This design comes from an exercise in tuning for small area, a short achievable clock period and few clock cycles per item on the open sky130 flow, not from production work. Function was checked by simulation only, so behaviour that the tests miss may differ from the original. Power is estimated from default activity; no workload was simulated.

==> flow/design.v <==
package rv_pkg;
    localparam logic [6:0] OPCODE_IMM_ARITH = 7'b0010011;
    localparam logic [6:0] OPCODE_ARITH     = 7'b0110011;
    localparam logic [6:0] OPCODE_LUI       = 7'b0110111;
    localparam logic [6:0] FUNCT7_ADD         = 7'b0000000;
    localparam logic [6:0] FUNCT7_SUB         = 7'b0100000;
    localparam logic [6:0] FUNCT7_MUL_DIV_REM = 7'b0000001;
    typedef struct packed {
        logic [24:0] bits;      
        logic        illegal;
        logic        lui;
        logic        use_imm;   
        logic        muldiv;    
        logic        alt;       
    } pre_t;
endpackage
`timescale 1ns/1ps
module instr_decoder (
    input  logic [31:0]   instruction_i,
    output rv_pkg::pre_t  pre_o
);
    logic [6:0] opcode;
    logic [2:0] funct3;
    logic [6:0] funct7;
    logic       is_imm, is_op, is_lui, imm_ok, op_ok;
    assign opcode = instruction_i[6:0];
    assign funct3 = instruction_i[14:12];
    assign funct7 = instruction_i[31:25];
    assign is_imm = (opcode == rv_pkg::OPCODE_IMM_ARITH);
    assign is_op  = (opcode == rv_pkg::OPCODE_ARITH);
    assign is_lui = (opcode == rv_pkg::OPCODE_LUI);
    always_comb begin
        case (funct3)
            3'b001:  imm_ok = (funct7 == rv_pkg::FUNCT7_ADD);
            3'b101:  imm_ok = (funct7 == rv_pkg::FUNCT7_ADD) || (funct7 == rv_pkg::FUNCT7_SUB);
            default: imm_ok = 1'b1;
        endcase
        op_ok = (funct7 == rv_pkg::FUNCT7_ADD) || (funct7 == rv_pkg::FUNCT7_MUL_DIV_REM) ||
                ((funct7 == rv_pkg::FUNCT7_SUB) && (funct3 == 3'b000 || funct3 == 3'b101));
    end
    assign pre_o.bits    = instruction_i[31:7];
    assign pre_o.lui     = is_lui;
    assign pre_o.use_imm = is_imm;
    assign pre_o.illegal = !(is_lui || (is_imm && imm_ok) || (is_op && op_ok));
    assign pre_o.muldiv  = is_op && (funct7 == rv_pkg::FUNCT7_MUL_DIV_REM);
    assign pre_o.alt     = funct7[5] && (is_op || (funct3 == 3'b101));
endmodule
`timescale 1ns/1ps
module reg_file (
    input  logic        clk_i,
    input  logic        arst_n_i,
    input  logic [4:0]  rd_addr1_i,
    input  logic [4:0]  rd_addr2_i,
    output logic [31:0] rd_data1_o,
    output logic [31:0] rd_data2_o,
    input  logic        wr_en_i,
    input  logic [4:0]  wr_addr_i,
    input  logic [31:0] wr_data_i
);
    logic [31:0] regs_q [32];
    logic [31:0] valid_q;
    assign regs_q[0]  = 32'd0;
    assign valid_q[0] = 1'b0;
    for (genvar i = 1; i < 32; i++) begin : g_reg
        always_ff @(posedge clk_i or negedge arst_n_i) begin
            if (!arst_n_i) begin
                valid_q[i] <= 1'b0;
            end else if (wr_en_i && (wr_addr_i == 5'(i))) begin
                valid_q[i] <= 1'b1;
            end
        end
        always_ff @(posedge clk_i) begin
            if (wr_en_i && (wr_addr_i == 5'(i))) begin
                regs_q[i] <= wr_data_i;
            end
        end
    end
    assign rd_data1_o = regs_q[rd_addr1_i] & {32{valid_q[rd_addr1_i]}};
    assign rd_data2_o = regs_q[rd_addr2_i] & {32{valid_q[rd_addr2_i]}};
endmodule
`timescale 1ns/1ps
module int_alu (
    input  logic [2:0]  funct3_i,
    input  logic        alt_i,
    input  logic        op_sub_i,    
    input  logic [31:0] op_a_i,
    input  logic [31:0] op_b_i,
    output logic [31:0] result_o
);
    logic        sub;
    logic [32:0] sum;
    logic [31:0] b_inv;
    logic        slt, sltu;
    logic        left;
    logic [31:0] sh_in, sh_rev_in, sh_out, sh_res;
    logic [32:0] sh_wide;
    assign sub   = op_sub_i || (funct3_i == 3'b010) || (funct3_i == 3'b011);
    assign b_inv = op_b_i ^ {32{sub}};
    assign sum   = {1'b0, op_a_i} + {1'b0, b_inv} + {32'd0, sub};
    assign sltu  = !sum[32];
    assign slt   = (op_a_i[31] ^ op_b_i[31]) ? op_a_i[31] : sum[31];
    assign left = (funct3_i == 3'b001);
    always_comb begin
        for (int i = 0; i < 32; i++) sh_rev_in[i] = op_a_i[31 - i];
    end
    assign sh_in   = left ? sh_rev_in : op_a_i;
    assign sh_wide = $signed({alt_i & op_a_i[31], sh_in}) >>> op_b_i[4:0];
    assign sh_out  = sh_wide[31:0];
    always_comb begin
        for (int i = 0; i < 32; i++) sh_res[i] = left ? sh_out[31 - i] : sh_out[i];
    end
    always_comb begin
        case (funct3_i)
            3'b000:  result_o = sum[31:0];
            3'b001:  result_o = sh_res;
            3'b010:  result_o = {31'd0, slt};
            3'b011:  result_o = {31'd0, sltu};
            3'b100:  result_o = op_a_i ^ op_b_i;
            3'b101:  result_o = sh_res;
            3'b110:  result_o = op_a_i | op_b_i;
            default: result_o = op_a_i & op_b_i;
        endcase
    end
endmodule
`timescale 1ns/1ps
module muldiv_unit (
    input  logic        clk_i,
    input  logic        arst_n_i,
    input  logic        load_i,      
    input  logic        start_i,     
    input  logic [2:0]  funct3_i,
    input  logic [31:0] op_a_i,
    input  logic [31:0] op_b_i,
    output logic        last_o,      
    output logic [31:0] result_o
);
    typedef enum logic [2:0] {S_IDLE, S_MUL, S_DPREP, S_DIV, S_DFIX} state_e;
    state_e      state_q;
    logic [63:0] p_q, m_q;
    logic [31:0] q_q;
    logic [4:0]  cnt_q;
    logic [2:0]  f3_q;
    logic        sb_q, neg_q;
    logic        is_mul, sa, a_neg, b_neg;
    logic [31:0] a_mag, b_mag;
    assign is_mul = !funct3_i[2];
    assign sa     = (funct3_i == 3'b001) || (funct3_i == 3'b010);
    assign a_neg  = funct3_i[2] && !funct3_i[0] && op_a_i[31];
    assign b_neg  = funct3_i[2] && !funct3_i[0] && op_b_i[31];
    assign a_mag  = a_neg ? (~op_a_i + 32'd1) : op_a_i;
    assign b_mag  = b_neg ? (~op_b_i + 32'd1) : op_b_i;
    logic        st_mul, st_div, sub_mode;
    logic        q_ones;
    logic [31:0] q_next;
    logic [63:0] r0, r1, r2, r3, sum;
    assign st_mul   = (state_q == S_MUL);
    assign st_div   = (state_q == S_DIV);
    assign q_ones   = (q_q == 32'hffff_ffff);
    assign sub_mode = st_div || (st_mul && sb_q && q_ones);
    assign r0  = sub_mode ? ~m_q : ((st_mul && q_q[0]) ? m_q : 64'd0);
    assign r1  = (st_mul && !sub_mode && q_q[1]) ? {m_q[62:0], 1'b0} : 64'd0;
    assign r2  = (st_mul && !sub_mode && q_q[2]) ? {m_q[61:0], 2'b0} : 64'd0;
    assign r3  = (st_mul && !sub_mode && q_q[3]) ? {m_q[60:0], 3'b0} : 64'd0;
    assign sum = p_q + r0 + r1 + r2 + r3 + {63'd0, sub_mode};
    assign q_next = {{4{sb_q & q_q[31]}}, q_q[31:4]};
    function automatic logic [5:0] bitlen(input logic [31:0] x);
        bitlen = 6'd0;
        for (int i = 0; i < 32; i++) begin
            if (x[i]) bitlen = 6'(i + 1);
        end
    endfunction
    logic [5:0]  la, lb;
    logic [4:0]  k;
    logic        k_neg, ge;
    logic [31:0] fix_in, fix_out;
    assign la    = bitlen(p_q[31:0]);
    assign lb    = bitlen(m_q[31:0]);
    assign k_neg = (la < lb);
    assign k     = 5'(la - lb);
    assign ge    = !sum[63];
    always_ff @(posedge clk_i or negedge arst_n_i) begin
        if (!arst_n_i) begin
            state_q <= S_IDLE;
        end else begin
            case (state_q)
                S_MUL:   if (last_o) state_q <= S_IDLE;
                S_DPREP: state_q <= k_neg ? S_DFIX : S_DIV;
                S_DIV:   if (cnt_q == 5'd0) state_q <= S_DFIX;
                S_DFIX:  state_q <= S_IDLE;
                default: if (load_i && start_i) state_q <= is_mul ? S_MUL : S_DPREP;
            endcase
        end
    end
    always_ff @(posedge clk_i) begin
        if (load_i) begin
            f3_q  <= funct3_i;
            sb_q  <= (funct3_i == 3'b000) || (funct3_i == 3'b001);
            neg_q <= funct3_i[1] ? a_neg : (a_neg ^ b_neg);
            p_q   <= is_mul ? 64'd0 : {32'd0, a_mag};
            m_q   <= is_mul ? {{32{sa & op_a_i[31]}}, op_a_i} : {32'd0, b_mag};
            q_q   <= is_mul ? op_b_i : 32'd0;
        end else begin
            case (state_q)
                S_MUL: begin
                    p_q <= sum;
                    m_q <= {m_q[59:0], 4'd0};
                    q_q <= q_next;
                end
                S_DPREP: begin
                    m_q   <= {32'd0, m_q[31:0] << k};
                    cnt_q <= k;
                end
                S_DIV: begin
                    if (ge) p_q <= sum;
                    m_q   <= {1'b0, m_q[63:1]};
                    q_q   <= {q_q[30:0], ge};
                    cnt_q <= cnt_q - 5'd1;
                end
                default: ;
            endcase
        end
    end
    assign fix_in  = f3_q[1] ? p_q[31:0] : q_q;
    assign fix_out = neg_q ? (~fix_in + 32'd1) : fix_in;
    assign last_o   = (st_mul && (sub_mode || (q_next == 32'd0))) || (state_q == S_DFIX);
    assign result_o = st_mul ? ((f3_q == 3'b000) ? sum[31:0] : sum[63:32]) : fix_out;
endmodule
`timescale 1ns/1ps
module exec_sequencer (
    input  logic            clk_i,
    input  logic            arst_n_i,
    input  logic            instr_valid_i,
    input  rv_pkg::pre_t    pre_i,
    output rv_pkg::pre_t    ir_o,
    output logic            ex_o,         
    input  logic            md_start_i,   
    input  logic            md_last_i,
    input  logic [31:0]     ex_result_i,
    input  logic [31:0]     md_result_i,
    output logic            rf_wr_en_o,
    output logic [4:0]      rf_wr_addr_o,
    output logic [31:0]     rf_wr_data_o,
    output logic            busy_o,
    output logic            done_o,
    output logic [4:0]      retire_rd_o,
    output logic [31:0]     retire_value_o,
    output logic            retire_illegal_o
);
    rv_pkg::pre_t ir_q;
    logic         ir_v_q, busy_q, done_q, ill_q;
    logic [4:0]   rd_q, md_rd_q;
    logic [31:0]  val_q;
    assign ex_o   = ir_v_q && !busy_q;
    assign ir_o   = ir_q;
    assign busy_o = busy_q;
    always_ff @(posedge clk_i or negedge arst_n_i) begin
        if (!arst_n_i) begin
            ir_v_q <= 1'b0;
            busy_q <= 1'b0;
            done_q <= 1'b0;
        end else begin
            if (!busy_q) ir_v_q <= instr_valid_i;
            busy_q <= busy_q ? !md_last_i : (ex_o && md_start_i);
            done_q <= (ex_o && !md_start_i) || md_last_i;
        end
    end
    always_ff @(posedge clk_i) begin
        if (!busy_q && instr_valid_i) ir_q <= pre_i;
        if (!busy_q) md_rd_q <= ir_q.bits[4:0];
        rd_q  <= busy_q ? md_rd_q : ir_q.bits[4:0];
        ill_q <= !busy_q && ir_q.illegal;
        val_q <= rf_wr_data_o;
    end
    assign rf_wr_en_o   = busy_q ? md_last_i : (ex_o && !ir_q.illegal);
    assign rf_wr_addr_o = busy_q ? md_rd_q : ir_q.bits[4:0];
    assign rf_wr_data_o = busy_q ? md_result_i : ex_result_i;
    assign done_o           = done_q;
    assign retire_rd_o      = rd_q;
    assign retire_value_o   = val_q;
    assign retire_illegal_o = ill_q;
endmodule
`timescale 1ns/1ps
module exec_core (
    input  logic            clk_i,
    input  logic            arst_n_i,
    input  logic            instr_valid_i,
    input  logic [31:0]     instruction_i,
    output logic            busy_o,
    output logic            done_o,
    output logic [4:0]      retire_rd_o,
    output logic [31:0]     retire_value_o,
    output logic            retire_illegal_o
);
    rv_pkg::pre_t pre, ir;
    logic         ex, md_start, md_last;
    logic [4:0]   rs1, rs2, rd_unused;
    logic [2:0]   funct3;
    logic [31:0]  rs1_data, rs2_data, op_b, imm_i, imm_u;
    logic [31:0]  alu_result, md_result, ex_result, md_trivial;
    logic         rf_wr_en;
    logic [4:0]   rf_wr_addr;
    logic [31:0]  rf_wr_data;
    logic         a_zero, b_zero;
    instr_decoder u_decoder (
        .instruction_i (instruction_i),
        .pre_o         (pre)
    );
    exec_sequencer u_sequencer (
        .clk_i            (clk_i),
        .arst_n_i         (arst_n_i),
        .instr_valid_i    (instr_valid_i),
        .pre_i            (pre),
        .ir_o             (ir),
        .ex_o             (ex),
        .md_start_i       (md_start),
        .md_last_i        (md_last),
        .ex_result_i      (ex_result),
        .md_result_i      (md_result),
        .rf_wr_en_o       (rf_wr_en),
        .rf_wr_addr_o     (rf_wr_addr),
        .rf_wr_data_o     (rf_wr_data),
        .busy_o           (busy_o),
        .done_o           (done_o),
        .retire_rd_o      (retire_rd_o),
        .retire_value_o   (retire_value_o),
        .retire_illegal_o (retire_illegal_o)
    );
    assign rs1    = ir.bits[12:8];
    assign rs2    = ir.bits[17:13];
    assign funct3 = ir.bits[7:5];
    assign imm_i  = {{20{ir.bits[24]}}, ir.bits[24:13]};
    assign imm_u  = {ir.bits[24:5], 12'd0};
    reg_file u_reg_file (
        .clk_i      (clk_i),
        .arst_n_i   (arst_n_i),
        .rd_addr1_i (rs1),
        .rd_addr2_i (rs2),
        .rd_data1_o (rs1_data),
        .rd_data2_o (rs2_data),
        .wr_en_i    (rf_wr_en),
        .wr_addr_i  (rf_wr_addr),
        .wr_data_i  (rf_wr_data)
    );
    assign op_b = ir.use_imm ? imm_i : rs2_data;
    int_alu u_alu (
        .funct3_i (funct3),
        .alt_i    (ir.alt),
        .op_sub_i (ir.alt && (funct3 == 3'b000)),
        .op_a_i   (rs1_data),
        .op_b_i   (op_b),
        .result_o (alu_result)
    );
    assign a_zero     = (rs1_data == 32'd0);
    assign b_zero     = (rs2_data == 32'd0);
    assign md_start   = ir.muldiv && !a_zero && !b_zero;
    assign md_trivial = !funct3[2] ? 32'd0 :
                        funct3[1]  ? rs1_data :
                        {32{b_zero}};
    assign ex_result = ir.illegal ? 32'd0 :
                       ir.lui     ? imm_u :
                       ir.muldiv  ? md_trivial : alu_result;
    muldiv_unit u_muldiv (
        .clk_i    (clk_i),
        .arst_n_i (arst_n_i),
        .load_i   (!busy_o),
        .start_i  (ex && md_start),
        .funct3_i (funct3),
        .op_a_i   (rs1_data),
        .op_b_i   (rs2_data),
        .last_o   (md_last),
        .result_o (md_result)
    );
endmodule
==> flow/run.sh <==
#!/bin/bash
# synth_recipe.tcl (not shown) runs the flow's synth.tcl, then flattens the netlist and writes it again
# the make line also repeats each setting of config.mk as NAME=value (left out here)
make -C /OpenROAD-flow-scripts/flow DESIGN_CONFIG=/design/flow/config.mk WORK_HOME=/design/flow/orfs CLKGATE_MAP_FILE= SYNTH_SCRIPT=/design/flow/synth_recipe.tcl finish
==> flow/config.mk <==
export PLATFORM = sky130hd
export DESIGN_NAME = exec_core
export DESIGN_NICKNAME = exec_core
export VERILOG_FILES = /design/flow/design.v
export SDC_FILE = /design/flow/constraint.sdc
export NUM_CORES = 4
export LEC_CHECK = 0
export CAP_MARGIN = 20
export CORE_MARGIN = 2
export CORE_UTILIZATION = 30
export PLACE_DENSITY = 0.5
export SLEW_MARGIN = 20
==> flow/constraint.sdc <==
create_clock -name core_clock -period 10.0 [get_ports {clk_i}]
set_input_delay 2.0000 -clock core_clock [delete_from_list [all_inputs] [get_ports {clk_i}]]
set_output_delay 2.0000 -clock core_clock [all_outputs]
set_load 0.01 [all_outputs]
==> impl_metrics.ini <==
[outcome]
status = timing/DRC/antenna clean

[synthesis]
ys_dominant_reg_cell = edfxtp_1
yosysWarnings = 6
ys_ff_latch = 1267
synth_edf_count = 1192
syn_nets = 8046
synth.distinct_cells = 127
synthCells = 7655
avgSynthCellArea_um2 = 10.4
syn-cell-area_um2 = 79600
synth-seq-area-share_pct = 47.1
synth-async-reset-ratio_pct = 2.92

[placement]
place.port_buffers = 74
gp_congestion = 1.06
place_ws_ns = 0.526
hpwlAfterDp_um = 313000

[timing]
setup_viol = 0
hold_viol_final = 0
fin_crit_sh_pct = 93.8
slew_viol_final = 0
fin_setup_tns_ns = 0
worst_slew_margin_rel_pct = 12.4
clock_skew_ns = 0.103
layout_setup_ws_ns = 0.622
worst_pin_slew_ns = 1.31
fmax_ghz = 0.107
rsz0062_at_grt = false
period_needed_ns = 9.38

[cts]
clock-root-buffer = clkbuf_16
clock_path_buffers = 4
hold_buffers = 0
clkTransAtPathRegs_ns = 0.06
cts_sinks = 1267
clk-insertion-delay-late_ns = 0.89
cts-resized-gates = 0
htreeDepth = 4
cts_tree = built
post-cts-setup-buffer-count = 0
numCtsBuffers = 154

[global_route]
grt_pass1_vias = 70800
grt_max_degree = 77
antenna_found_initial = 55
grt_usage_pct = 33.0
grt_overflow = 0
grt_pass1_wl_um = 619000

[worst_setup_path]
setup.worst_path.end_class = flop
critPathSlowestCell = o41ai_1
critPathArrivalTime_ns = 9.89
worstSetupPathType = reg -> reg
max_stage_delay_ns = 0.74
cp_max_fo = 66
cp-start-kind = flop
cp.required_ns = 10.52

[route]
drt-vias-per-instance = 6.72
drt_pass1_iterations = 9
wl_met2_um = 190000
drcViolationCount = 0
via_count = 76200
routed_wl_um = 462000
ant_nets = 0
wl_per_cell_um = 40.7
top_layer_used = met5
met1_length_um = 167000
drtIter0Drc = 14300
wl_met3_um = 61800

[worst_hold_path]
hold_class = reg -> reg

[floorplan]
dieWidth_um = 519
fp.dieH_um = 519
core-area_um2 = 265000
placementRows = 189
ios = 75
start_util_pct = 30.1
fp.dieArea_um2 = 269000

[finish]
drive_above_1_share_pct = 11.6
final_util_pct = 34.4
syn2layout_area_growth_pct = 14.4
fin_nets = 8053

[power]
powerDensity_nw_per_um2 = 339
p_leak_uw = 0.0344
ir_drop_mv = 1.43

[job]
max_cap_violations = 0
## path summary, 6_finish.rpt
path                                                 from                            endpoint  slack, ns  cells after the start
max                            u_muldiv.q_q[11]$_DFFE_PP_  u_reg_file.regs_q[2][21]$_DFFE_PP_       0.62                     28
min                        u_sequencer.ir_v_q$_DFFE_PN0N_      u_sequencer.ir_v_q$_DFFE_PN0N_       0.49                      1
max reg2reg                    u_muldiv.q_q[11]$_DFFE_PP_  u_reg_file.regs_q[2][21]$_DFFE_PP_       0.62                     28
min reg2reg                u_sequencer.ir_v_q$_DFFE_PN0N_      u_sequencer.ir_v_q$_DFFE_PN0N_       0.49                      1
max in group asynchronous                        arst_n_i        u_sequencer.busy_q$_DFF_PN0_       8.17                      2
min in group asynchronous                        arst_n_i  u_reg_file.valid_q[15]$_DFFE_PN0P_       1.24                      2
## registers in the layout, indices dropped and copies added, names as in the netlist, 3 cells and up
| signal | count |
|---|---|
| u_muldiv.state_q | 3 |
| u_sequencer.val_q | 32 |
| u_muldiv.f3_q | 3 |
| u_muldiv.p_q | 64 |
| u_muldiv.cnt_q | 5 |
| u_sequencer.ir_q | 30 |
| u_sequencer.rd_q | 5 |
| u_reg_file.valid_q | 31 |
| u_reg_file.regs_q | 992 |
| u_muldiv.m_q | 64 |
| u_muldiv.q_q | 32 |
## layout make-up
type | instances | area (µm²)
Tap cell | 3533 | 4420
Sequential cell | 1267 | 37500
Fill cell | 26500 | 174000
Clock inverter | 79 | 946
Clock buffer | 190 | 4090
Antenna cell | 41 | 103
Timing Repair Buffer | 439 | 3670
Multi-Input combinational cell | 5524 | 39300
Inverter | 276 | 1040
## report_power, final
group | total [µW] | internal, µW | leakage (µW) | switching (µW)
Clock | 5880 | 3420 | 0.00244 | 2460
Sequential | 9260 | 8110 | 0.0118 | 1150
Combinational | 15700 | 4460 | 0.0202 | 11300
Total | 30900 | 16000 | 0.0344 | 14900
## logic make-up (layout without fill, tap and decap cells)
group,after synthesis,count (layout),share of synthesized area (%)
AO/OA/AOI/OAI,1993,1993,17.4
XOR/XNOR,215,215,2.37
adder cells (fa/ha/maj),356,356,7.35
buffers and inverters,864,984,4.53
flip-flops,1267,1267,47.1
multiplexers,218,218,3.19
other,0,41,0
AND/OR/NAND/NOR,2742,2742,18.1
## cell usage in the layout (no fill, tap or decap), drive strengths merged, types with 46 or more instances in the layout
cell and count:
clkinv 51, xnor2 159, nor4 68, o211ai 70, a221oi 47, nand3 406, nand2 701, edfxtp 1192
fa 186, xor2 56, a21oi 375, clkbuf 190, o21ai 385, ha 170, clkdlybuf4s50 73, a21o 64
mux2i 169, a22o 50, a2111oi 136, and4 58, a31oi 57, inv 277, a22oi 418, nand4 161
nor3 98, or2 46, and2 60, nor2 390, buf 366, a211oi 49, and3 562
## Yosys cell counts (38+ instances only)
| cell type | instances | area [µm²] |
|---|---|---|
| a2111oi_0 | 123 | 1080 |
| mux2i_1 | 169 | 1690 |
| edfxtp_1 | 1192 | 35800 |
| nand3_1 | 402 | 2010 |
| o21ai_0 | 373 | 1870 |
| or2_2 | 41 | 257 |
| a21oi_1 | 374 | 1870 |
| nor2_1 | 373 | 1400 |
| a221oi_1 | 45 | 394 |
| a21o_1 | 64 | 480 |
| a31oi_1 | 56 | 350 |
| a22o_1 | 50 | 438 |
| dfxtp_1 | 38 | 761 |
| xor2_1 | 56 | 490 |
| nor3_1 | 95 | 475 |
| ha_1 | 170 | 2130 |
| nand2_1 | 698 | 2620 |
| fa_1 | 186 | 3720 |
| a22oi_1 | 418 | 3140 |
| xnor2_1 | 159 | 1390 |
| inv_1 | 266 | 998 |
| and4_1 | 58 | 508 |
| and2_1 | 58 | 363 |
| and3_1 | 561 | 3510 |
| a211oi_1 | 47 | 353 |
| nor4_1 | 62 | 388 |
| buf_2 | 103 | 515 |
| clkbuf_1 | 408 | 1530 |
| nand4_1 | 160 | 1000 |
| o211ai_1 | 67 | 503 |
## routing by layer
metal | track usage (%) | up-vias
met4 | 24.5 | 30
met3 | 11.7 | 1940
met2 | 47.4 | 6933
met1 | 40.5 | 37900
met5 | 0 | -
li1 | - | 29400
## stage by stage
step	instances	area (µm²)	total power, µW	hold WS, ns
finish	11300	91000	30900	0.487
global route	11300	90900	31700	0.505
CTS	11300	90900	30200	0.488
detailed placement	11000	85900	24300	0.473
global placement	11000	85700	24300	0.466
floorplan	7655	79600	17500	0.424
## critical path, delay by kind of cell (launching register included)
kind | cells | cell delay (ns)
AO/OA/AOI/OAI | 11 | 3.75
AND/OR/NAND/NOR | 7 | 2.20
adder cells (fa/ha/maj) | 5 | 1.60
buffers and inverters | 4 | 0.74
flip-flops | 1 | 0.48
XOR/XNOR | 1 | 0.21
Testbench counts, summed over its fixed seeds: cycles 20,052, instrs 12,000.

-- separate check: timing with driven ports --
In the flow no input, the clock included, has a driving cell. The finished layout below was timed again as built, in two steps.
Step 1 assumes that a clkbuf_16 drives the clock port and a buf_2 every other input.
Step 2 also shifts input and output timing later by t, the mid clock arrival at the registers, as if the neighbouring blocks saw the same clock.
Three values: no drivers, after step 1, after step 2; two values: the first two.
shift t [ns]: 0.948
slack for setup (ns): 0.622 / 0.622 / 0.622
pins driven straight from the clock port: 1
After both steps this run still meets setup and hold. For this run, drivers alone change the setup slack by 0.000 ns; drivers and shift together by 0.000 ns.
